What follows belongs to an exercise in optimizing a design on an open flow for small area, a short achievable clock period and few clock cycles per item; a production flow would make more cautious choices. Only simulation tests tie the RTL to the original design; equivalence was not proved. Power is estimated from default activity; no workload was simulated.

--- flow/run.sh ---
#!/bin/bash
# synth_recipe.tcl (not shown) runs the flow's synth.tcl, then flattens the netlist and writes it again
# the make line also repeats each setting of config.mk as NAME=value (left out here)
make -C /OpenROAD-flow-scripts/flow DESIGN_CONFIG=/design/flow/config.mk WORK_HOME=/design/flow/orfs CLKGATE_MAP_FILE= SYNTH_SCRIPT=/design/flow/synth_recipe.tcl finish
--- flow/config.mk ---
export PLATFORM = sky130hd
export DESIGN_NAME = pkt_lkp_top
export DESIGN_NICKNAME = pkt_lkp_top
export VERILOG_FILES = /design/flow/design.v
export SDC_FILE = /design/flow/constraint.sdc
export NUM_CORES = 4
export LEC_CHECK = 0
export CAP_MARGIN = 20
export CORE_MARGIN = 2
export CORE_UTILIZATION = 40
export SLEW_MARGIN = 20
--- flow/constraint.sdc ---
create_clock -name core_clock -period 4.0 [get_ports {clk}]
set_input_delay 0.8000 -clock core_clock [delete_from_list [all_inputs] [get_ports {clk}]]
set_output_delay 0.8000 -clock core_clock [all_outputs]
set_load 0.01 [all_outputs]
--- flow/design.v ---
`timescale 1ns/1ps
package pkt_lkp_pkg;
    localparam int LKP_INFO_W     = 20;
    localparam int ODR_ID_W       = 3;
    localparam int PAYLOAD_W      = 64;
    localparam int REQ_ID_W       = 10;
    localparam int ROB_DEPTH      = 8;
    localparam int ROB_IDX_W      = 3;
    localparam int LKP_FIFO_DEPTH = 4;
    localparam int LKP_FIFO_IDX_W = 2;
    localparam int PKT_META_W     = 1 + LKP_INFO_W + ODR_ID_W + 1;
    localparam int LKP_REQ_W      = LKP_INFO_W + REQ_ID_W;
    typedef logic [LKP_INFO_W-1:0] lkp_info_t;
    typedef logic [ODR_ID_W-1:0]   odr_id_t;
    typedef logic [PAYLOAD_W-1:0]  payload_t;
    typedef logic [REQ_ID_W-1:0]   req_id_t;
    typedef logic [ROB_IDX_W-1:0]  rob_idx_t;
    typedef struct packed {
        logic      lkp_en;
        lkp_info_t lkp_info;
        odr_id_t   odr_id;
        logic      so;
    } pkt_meta_t;
    typedef struct packed {
        lkp_info_t info;
        req_id_t   req_id;
    } lkp_req_t;
    typedef struct packed {
        lkp_info_t rslt;
        odr_id_t   odr_id;
        logic      so;
        payload_t  payload;
    } out_pkt_t;
endpackage
`timescale 1ns/1ps
module lkp_req_fifo
(
    input  logic     clk,
    input  logic     rst_i,
    input  logic     push_i,
    input  pkt_lkp_pkg::lkp_req_t req_i,
    input  logic     lkp_rdy_i,
    output logic     full_o,
    output logic     lkp_vld_o,
    output pkt_lkp_pkg::lkp_req_t lkp_req_o
);
    logic [pkt_lkp_pkg::LKP_REQ_W-1:0]  mem_q [pkt_lkp_pkg::LKP_FIFO_DEPTH];
    logic [pkt_lkp_pkg::LKP_FIFO_IDX_W:0]   wr_ptr_q;
    logic [pkt_lkp_pkg::LKP_FIFO_IDX_W:0]   rd_ptr_q;
    logic [pkt_lkp_pkg::LKP_FIFO_IDX_W-1:0] wr_idx;
    logic [pkt_lkp_pkg::LKP_FIFO_IDX_W-1:0] rd_idx;
    logic                      empty;
    logic                      pop;
    assign wr_idx = wr_ptr_q[pkt_lkp_pkg::LKP_FIFO_IDX_W-1:0];
    assign rd_idx = rd_ptr_q[pkt_lkp_pkg::LKP_FIFO_IDX_W-1:0];
    assign empty  = (wr_ptr_q == rd_ptr_q);
    assign full_o = (wr_idx == rd_idx) &&
                    (wr_ptr_q[pkt_lkp_pkg::LKP_FIFO_IDX_W] != rd_ptr_q[pkt_lkp_pkg::LKP_FIFO_IDX_W]);
    assign lkp_vld_o = !empty;
    assign lkp_req_o = mem_q[rd_idx];
    assign pop       = lkp_vld_o && lkp_rdy_i;
    always_ff @(posedge clk)
    begin
        if (rst_i)
        begin
            wr_ptr_q <= '0;
            rd_ptr_q <= '0;
        end
        else
        begin
            if (push_i && !full_o)
                wr_ptr_q <= wr_ptr_q + 1'b1;
            if (pop)
                rd_ptr_q <= rd_ptr_q + 1'b1;
        end
    end
    always_ff @(posedge clk)
    begin
        if (push_i && !full_o)
            mem_q[wr_idx] <= req_i;
    end
endmodule
`timescale 1ns/1ps
module payload_ram
(
    input  logic     clk,
    input  logic     wr_i,
    input  pkt_lkp_pkg::rob_idx_t wr_idx_i,
    input  pkt_lkp_pkg::payload_t wr_data_i,
    input  pkt_lkp_pkg::rob_idx_t rd_idx_i,
    output pkt_lkp_pkg::payload_t rd_data_o
);
    pkt_lkp_pkg::payload_t mem_q [pkt_lkp_pkg::ROB_DEPTH];
    always_ff @(posedge clk)
    begin
        if (wr_i)
            mem_q[wr_idx_i] <= wr_data_i;
    end
    always_ff @(posedge clk)
    begin
        rd_data_o <= mem_q[rd_idx_i];
    end
endmodule
`timescale 1ns/1ps
module rob_ctrl
(
    input  logic      clk,
    input  logic      rst_i,
    input  logic      pkt_vld_i,
    input  pkt_lkp_pkg::pkt_meta_t pkt_meta_i,
    input  logic      lkp_fifo_full_i,
    input  logic      rsp_vld_i,
    input  pkt_lkp_pkg::req_id_t   rsp_id_i,
    input  pkt_lkp_pkg::lkp_info_t rsp_rslt_i,
    input  logic      egress_free_i,
    output logic      pkt_rdy_o,
    output logic      lkp_push_o,
    output pkt_lkp_pkg::lkp_req_t  lkp_req_o,
    output logic      ram_wr_o,
    output pkt_lkp_pkg::rob_idx_t  ram_wr_idx_o,
    output pkt_lkp_pkg::rob_idx_t  ram_rd_idx_o,
    output logic      retire_o,
    output pkt_lkp_pkg::lkp_info_t retire_rslt_o,
    output pkt_lkp_pkg::pkt_meta_t retire_meta_o
);
    logic [pkt_lkp_pkg::ROB_IDX_W:0]   head_q;
    logic [pkt_lkp_pkg::ROB_IDX_W:0]   tail_q;
    logic [pkt_lkp_pkg::ROB_DEPTH-1:0] done_q;
    pkt_lkp_pkg::lkp_info_t            rslt_q [pkt_lkp_pkg::ROB_DEPTH];
    logic [pkt_lkp_pkg::PKT_META_W-1:0] meta_q [pkt_lkp_pkg::ROB_DEPTH];
    pkt_lkp_pkg::rob_idx_t head_idx;
    pkt_lkp_pkg::rob_idx_t tail_idx;
    pkt_lkp_pkg::rob_idx_t rsp_idx;
    logic     rob_empty;
    logic     rob_full;
    logic     accept;
    logic     retire_now;
    assign head_idx = head_q[pkt_lkp_pkg::ROB_IDX_W-1:0];
    assign tail_idx = tail_q[pkt_lkp_pkg::ROB_IDX_W-1:0];
    assign rsp_idx  = rsp_id_i[pkt_lkp_pkg::ROB_IDX_W-1:0];
    assign rob_empty = (head_q == tail_q);
    assign rob_full  = (head_idx == tail_idx) && (head_q[pkt_lkp_pkg::ROB_IDX_W] != tail_q[pkt_lkp_pkg::ROB_IDX_W]);
    assign pkt_rdy_o = !rob_full && !lkp_fifo_full_i;
    assign accept    = pkt_vld_i && pkt_rdy_o;
    assign lkp_push_o       = accept && pkt_meta_i.lkp_en;
    assign lkp_req_o = {pkt_meta_i.lkp_info,
                        {(pkt_lkp_pkg::REQ_ID_W-pkt_lkp_pkg::ROB_IDX_W){1'b0}}, tail_idx};
    assign ram_wr_o     = accept;
    assign ram_wr_idx_o = tail_idx;
    assign retire_now   = !rob_empty && done_q[head_idx] && egress_free_i;
    assign ram_rd_idx_o = head_idx;
    always_ff @(posedge clk)
    begin
        if (rst_i)
        begin
            head_q   <= '0;
            tail_q   <= '0;
            done_q   <= '0;
            retire_o <= 1'b0;
        end
        else
        begin
            retire_o <= retire_now;
            if (retire_now)
            begin
                done_q[head_idx] <= 1'b0;
                head_q           <= head_q + 1'b1;
            end
            if (accept)
            begin
                done_q[tail_idx] <= !pkt_meta_i.lkp_en;
                tail_q           <= tail_q + 1'b1;
            end
            if (rsp_vld_i)
                done_q[rsp_idx] <= 1'b1;
        end
    end
    always_ff @(posedge clk)
    begin
        if (accept)
        begin
            meta_q[tail_idx] <= pkt_meta_i;
            rslt_q[tail_idx] <= '0;
        end
        if (rsp_vld_i)
            rslt_q[rsp_idx] <= rsp_rslt_i;
    end
    always_ff @(posedge clk)
    begin
        if (retire_now)
        begin
            retire_rslt_o <= rslt_q[head_idx];
            retire_meta_o <= meta_q[head_idx];
        end
    end
endmodule
`timescale 1ns/1ps
module pkt_egress
(
    input  logic      clk,
    input  logic      rst_i,
    input  logic      retire_i,
    input  pkt_lkp_pkg::lkp_info_t rslt_i,
    input  pkt_lkp_pkg::pkt_meta_t meta_i,
    input  pkt_lkp_pkg::payload_t  payload_i,
    input  logic      d_rdy_i,
    output logic      free_o,
    output logic      d_vld_o,
    output pkt_lkp_pkg::out_pkt_t  d_pkt_o
);
    assign free_o = !retire_i && !d_vld_o;
    always_ff @(posedge clk)
    begin
        if (rst_i)
        begin
            d_vld_o <= 1'b0;
        end
        else
        begin
            if (retire_i)
                d_vld_o <= 1'b1;
            else if (d_vld_o && d_rdy_i)
                d_vld_o <= 1'b0;
        end
    end
    always_ff @(posedge clk)
    begin
        if (retire_i)
        begin
            d_pkt_o <= {rslt_i, meta_i.odr_id, meta_i.so, payload_i};
        end
    end
endmodule
`timescale 1ns/1ps
module pkt_lkp_top
(
    input  logic      clk,
    input  logic      rst_i,
    input  logic      b2c_pkt_vld_i,
    input  logic      b2c_pkt_lkp_en_i,
    input  pkt_lkp_pkg::lkp_info_t b2c_pkt_lkp_info_i,
    input  pkt_lkp_pkg::odr_id_t   b2c_pkt_odr_id_i,
    input  logic      b2c_pkt_so_i,
    input  pkt_lkp_pkg::payload_t  b2c_pkt_payload_i,
    output logic      c2b_pkt_rdy_o,
    output logic      c2a_lkp_vld_o,
    output pkt_lkp_pkg::lkp_info_t c2a_lkp_info_o,
    output pkt_lkp_pkg::req_id_t   c2a_lkp_req_id_o,
    input  logic      a2c_lkp_rdy_i,
    input  logic      a2c_lkp_rsp_vld_i,
    input  pkt_lkp_pkg::req_id_t   a2c_lkp_rsp_id_i,
    input  pkt_lkp_pkg::lkp_info_t a2c_lkp_rslt_i,
    output logic      c2d_pkt_vld_o,
    output pkt_lkp_pkg::lkp_info_t c2d_pkt_lkp_rslt_o,
    output pkt_lkp_pkg::odr_id_t   c2d_pkt_odr_id_o,
    output logic      c2d_pkt_so_o,
    output pkt_lkp_pkg::payload_t  c2d_pkt_payload_o,
    input  logic      d2c_pkt_rdy_i
);
    pkt_lkp_pkg::pkt_meta_t b_meta;
    logic      lkp_push;
    pkt_lkp_pkg::lkp_req_t  lkp_push_req;
    pkt_lkp_pkg::lkp_req_t  lkp_head_req;
    logic      lkp_fifo_full;
    logic      ram_wr;
    pkt_lkp_pkg::rob_idx_t  ram_wr_idx;
    pkt_lkp_pkg::rob_idx_t  ram_rd_idx;
    pkt_lkp_pkg::payload_t  ram_rd_data;
    logic      retire;
    pkt_lkp_pkg::lkp_info_t retire_rslt;
    pkt_lkp_pkg::pkt_meta_t retire_meta;
    logic      egress_free;
    pkt_lkp_pkg::out_pkt_t  d_pkt;
    assign b_meta = {b2c_pkt_lkp_en_i, b2c_pkt_lkp_info_i, b2c_pkt_odr_id_i, b2c_pkt_so_i};
    rob_ctrl u_rob_ctrl (
        .clk             (clk),
        .rst_i           (rst_i),
        .pkt_vld_i       (b2c_pkt_vld_i),
        .pkt_meta_i      (b_meta),
        .lkp_fifo_full_i (lkp_fifo_full),
        .rsp_vld_i       (a2c_lkp_rsp_vld_i),
        .rsp_id_i        (a2c_lkp_rsp_id_i),
        .rsp_rslt_i      (a2c_lkp_rslt_i),
        .egress_free_i   (egress_free),
        .pkt_rdy_o       (c2b_pkt_rdy_o),
        .lkp_push_o      (lkp_push),
        .lkp_req_o       (lkp_push_req),
        .ram_wr_o        (ram_wr),
        .ram_wr_idx_o    (ram_wr_idx),
        .ram_rd_idx_o    (ram_rd_idx),
        .retire_o        (retire),
        .retire_rslt_o   (retire_rslt),
        .retire_meta_o   (retire_meta)
    );
    lkp_req_fifo u_lkp_req_fifo (
        .clk       (clk),
        .rst_i     (rst_i),
        .push_i    (lkp_push),
        .req_i     (lkp_push_req),
        .lkp_rdy_i (a2c_lkp_rdy_i),
        .full_o    (lkp_fifo_full),
        .lkp_vld_o (c2a_lkp_vld_o),
        .lkp_req_o (lkp_head_req)
    );
    assign c2a_lkp_info_o   = lkp_head_req.info;
    assign c2a_lkp_req_id_o = lkp_head_req.req_id;
    payload_ram u_payload_ram (
        .clk       (clk),
        .wr_i      (ram_wr),
        .wr_idx_i  (ram_wr_idx),
        .wr_data_i (b2c_pkt_payload_i),
        .rd_idx_i  (ram_rd_idx),
        .rd_data_o (ram_rd_data)
    );
    pkt_egress u_pkt_egress (
        .clk       (clk),
        .rst_i     (rst_i),
        .retire_i  (retire),
        .rslt_i    (retire_rslt),
        .meta_i    (retire_meta),
        .payload_i (ram_rd_data),
        .d_rdy_i   (d2c_pkt_rdy_i),
        .free_o    (egress_free),
        .d_vld_o   (c2d_pkt_vld_o),
        .d_pkt_o   (d_pkt)
    );
    assign c2d_pkt_lkp_rslt_o = d_pkt.rslt;
    assign c2d_pkt_odr_id_o   = d_pkt.odr_id;
    assign c2d_pkt_so_o       = d_pkt.so;
    assign c2d_pkt_payload_o  = d_pkt.payload;
endmodule
==> summary.txt <==
Finish
  – Share of cells above drive strength 1: 18.55%
  – FF+latch area: between 0.02 and 0.03 mm^2
  – Utilization after layout: 48.25%
  – Nets: 2358
  – P&R area growth vs syn: 20.02%
  – FILL cells: 7620
  – Post-route insts no fill: about 3600
  – N_diodes: 0
  – Area of the multi-input gates: 0.007913 mm^2

Clock network
  – Setup bufs post-CTS: 0
  – Worst-path clk slew: 0.06 ns
  – Hold Buf Count CTS: 0
  – TritonCTS clock tree: built
  – Clock Sink Count: 998
  – Clk buf depth: 3
  – Post-CTS Resized: 0
  – Cts bufs inserted: slightly above 100
  – Worst-Skew Late Latency: 0.66 ns
  – Clk root buf: clkbuf_16
  – Max H-tree Level: 3

GRT
  – Vias in the first global route: 19188
  – Total GRT Usage: 16.75%
  – Top Usage Layer GRT: met2
  – Met1 usage: a little over a fifth
  – Met2 Usage GRT: between 20 and 30%
  – Largest net degree at the start of global routing: 121
  – Antenna violations before repair: 5
  – Global route overflow: 0
  – Met3 Track Usage GR: 3.006%
  – First-pass GRT wire length: 119000 um

Floorplanning
  – Die Footprint: 0.09584 mm^2
  – Initial Utilization: approximately two fifths
  – Row count: 112
  – Chip width: 309.6 um
  – # IOs: 246
  – Std-Cell Core Area: 0.09291 mm^2
  – Chip height: 309.6 um

Synth
  – Mapped Cells: 1922
  – Syn Area/Cell: 19.43 um^2
  – Synth unique cells: 52
  – Number of flops mapped to enable cells by yosys: just over 900
  – Seq/Total Area, Yosys: 77.82%
  – Post-Syn Area: 0.03735 mm^2
  – Most used DFF post-synth: edfxtp_1
  – Asr flop ratio synth: 0%
  – Yosys Warn Count: 4
  – Synthesis-stage register bit count: approximately 1000

Placed design
  – Placed Cells: 3366
  – Estimated wirelength of the detail-placed design: between 40000 and 50000 um
  – Final estimated routing congestion in global placement: 0.7558
  – Worst slack, placed: 0.8969 ns
  – Input/output buffers: 231

Route
  – Pre-antenna DRT Iters: 4
  – Via count: approximately 18000
  – Vias per cell: about 5.1
  – # DRC: 0
  – Post-Route WL: 79870 um
  – DRT iter0 DRCs: 1069
  – Routed wire length per instance: 22.43 um
  – Antenna-violating nets left: 0

Hold path
  – Hold depth: 0
  – Hold Path Class: flop to flop

STA
  – Rel. slew slack: 32.94%
  – Period Utilization, post-route: approximately nine tenths
  – Fmax: 282.7 MHz
  – Slew at the pin closest to its max-slew limit: 1.006 ns
  – Crit path setup slack, layout: 0.4630 ns
  – Sum Neg Setup Slack: 0 ns
  – Hold slack: 0.4017 ns
  – Final Hold Fails: 0
  – # setup viols final: 0
  – Slew Viols, Final: 0
  – Min cycle time layout: 3.537 ns
  – RSZ-0062 raised after global routing: no
  – Final Skew: ~0.017 ns

Setup path
  – FF-to-FF path depth: 5
  – Critical Path Source Type: flop
  – Setup CP Type: flop to output pin
  – Critical path arrival: roughly 2.7 ns
  – Req. time, crit path: 3.20 ns
  – Crit-path max FO: 14
  – CP endpoint kind: output pin

Power and ir drop
  – VDD IR max: 0.3244 mV
  – PD cells: 493.0 mW/mm^2
  – Pleak: approximately 0.015 uW

Flow run
  – Max-Cap Viols: 0

Run status
  – Outcome: timing/DRC/antenna clean
registers in the layout, indices dropped and copies added, names as in the netlist, 3 cells and up, named ones only:
register and cells:
u_rob_ctrl.rslt_q 160, u_rob_ctrl.tail_q 4, u_lkp_req_fifo.mem_q 92, u_payload_ram.mem_q 512
u_rob_ctrl.meta_q 32, u_payload_ram.rd_data_o 64, u_rob_ctrl.head_q 4, u_rob_ctrl.retire_meta_o 4
u_rob_ctrl.retire_rslt_o 20, u_lkp_req_fifo.wr_ptr_q 3, u_lkp_req_fifo.rd_ptr_q 3, u_rob_ctrl.done_q 8
u_pkt_egress.d_pkt_o 88
power by group:
| part | internal, uW | total (uW) | switching [uW] | leakage, uW |
|---|---|---|---|---|
| Combinational | 543 | 1140 | 595 | 0.00404 |
| Sequential | 11700 | 11800 | 93.5 | 0.00896 |
| Clock | 5270 | 9190 | 3910 | 0.00159 |
per-layer routing:
metal / share of wire, % / vias to the layer above
met5: 0.084 / -
met3: 5.1 / 118
met2: 51 / 413
li1: - / 8091
met4: 1.8 / 10
met1: 42 / 9380
worst max-delay path: stages, from the launching register on:
cell and delay (ns):
dfxtp_1 0.73, xnor2_1 0.23, nand4_2 0.23, nand2_1 0.31, inv_1 0.08, clkdlybuf4s50_1 0.51
cell families (layout without fill, tap and decap cells):
| group | count (synthesis) | after routing | synth area share (%) |
|---|---|---|---|
| adder cells (fa/ha/maj) | 16 | 16 | 0.5360 |
| buffers and inverters | 115 | 494 | 1.387 |
| other | 1 | 7 | 0.01004 |
| AO/OA/AOI/OAI | 40 | 40 | 0.7336 |
| flip-flops | 998 | 998 | 77.82 |
| AND/OR/NAND/NOR | 530 | 530 | 6.847 |
| XOR/XNOR | 16 | 16 | 0.3752 |
| multiplexers | 206 | 206 | 12.29 |
layout make-up:
cell class / count / area share, %
Timing Repair Buffer: 283 / 6.503
Sequential cell: 998 / 64.88
Clock inverter: 59 / 1.164
Inverter: 16 / 0.1423
Clock buffer: 136 / 6.163
Tap cell: 1254 / 3.500
Multi-Input combinational cell: 815 / 17.65
stage by stage:
step	cell area (um^2)	power (uW)
after global placement	41540	13110
after CTS	44830	22400
after detailed placement	41540	13150
after floorplan	37390	12590
final	44830	22100
after global routing	44830	22900
cells in the mapped netlist (all sizes together), types with 2 or more instances:
cell type | number | area (um^2)
or2 | 2 | 12.51
clkbuf | 54 | 202.7
o21ai | 3 | 15.01
or4 | 2 | 15.01
mux2i | 4 | 40.04
o311ai | 6 | 52.55
edfxtp | 908 | 27270
mux4 | 201 | 4534
dfxtp | 90 | 1802
nand4 | 8 | 56.30
and3 | 26 | 162.7
nor3 | 8 | 40.04
nand4b | 2 | 17.52
nand2 | 284 | 1066
o211ai | 4 | 30.03
nand2b | 3 | 18.77
o22ai | 9 | 56.30
ha | 16 | 200.2
buf | 45 | 252.8
xor2 | 6 | 52.55
xnor2 | 10 | 87.58
or3 | 4 | 25.02
nand3 | 8 | 52.55
and2 | 140 | 875.8
nor4b | 2 | 17.52
inv | 16 | 62.56
a31oi | 2 | 12.51
nand3b | 5 | 37.54
nor2b | 3 | 18.77
nor2 | 29 | 108.9
a21oi | 9 | 45.04
cells in the final DEF, fill, tap and decap left out, types with 9 or more instances in the layout:
cell type / synthesis / layout
a21oi_1: 9 / 9
xnor2_1: 10 / 10
clkbuf_1: 54 / 28
nand2_1: 284 / 284
ha_1: 16 / 16
dfxtp_1: 90 / 86
clkinv_1: 0 / 20
inv_1: 15 / 14
clkinv_2: 0 / 18
clkdlybuf4s50_1: 0 / 231
edfxtp_1: 908 / 908
clkbuf_16: 0 / 104
nor2_1: 29 / 17
buf_12: 0 / 17
and3_1: 26 / 26
and2_1: 140 / 140
buf_4: 16 / 35
mux4_2: 199 / 199
final timing paths:
kind,startpoint,endpoint,slack (ns)
worst max register to register,u_rob_ctrl.head_q[1],u_rob_ctrl.retire_meta_o[3],1.17
worst max-delay path,u_rob_ctrl.tail_q[1],c2b_pkt_rdy_o,0.46
worst min register to register,u_payload_ram.rd_data_o[58],u_pkt_egress.d_pkt_o[58],0.40
worst min-delay path,u_payload_ram.rd_data_o[58],u_pkt_egress.d_pkt_o[58],0.40
Testbench counts, summed over its fixed seeds: cycles 9,691, items 3,200.

==> what the ideal ports hide <==
The flow's constraints put no driver on any port. The routed layout listed below was extracted and timed again, unchanged, in two steps.
Step 1 (the two cells are an assumption about what drives the block):
set clk [get_ports {clk}]
set_driving_cell -lib_cell sky130_fd_sc_hd__clkbuf_16 $clk
set_driving_cell -lib_cell sky130_fd_sc_hd__buf_2 [delete_from_list [all_inputs] $clk]
Step 2 adds t to the input delays and takes it off the output delays; t is the mean of the earliest and latest rising clock arrival at the registers after step 1. Input paths then give back, and output paths get back, about the clock's delay inside the block.
a / b / c = no drivers / after step 1 / after step 2; a / b = the first two.
t (ns): 0.714
slack for setup (ns): 0.463 / 0.398 / 0.847
slew at the worst register clock pin (ns): 0.07 / 0.07
pins driven straight from the clock port: 1
After both steps setup and hold are still met in this run. The setup slack of this run moves by -0.065 ns with the drivers and by +0.384 ns with both steps.
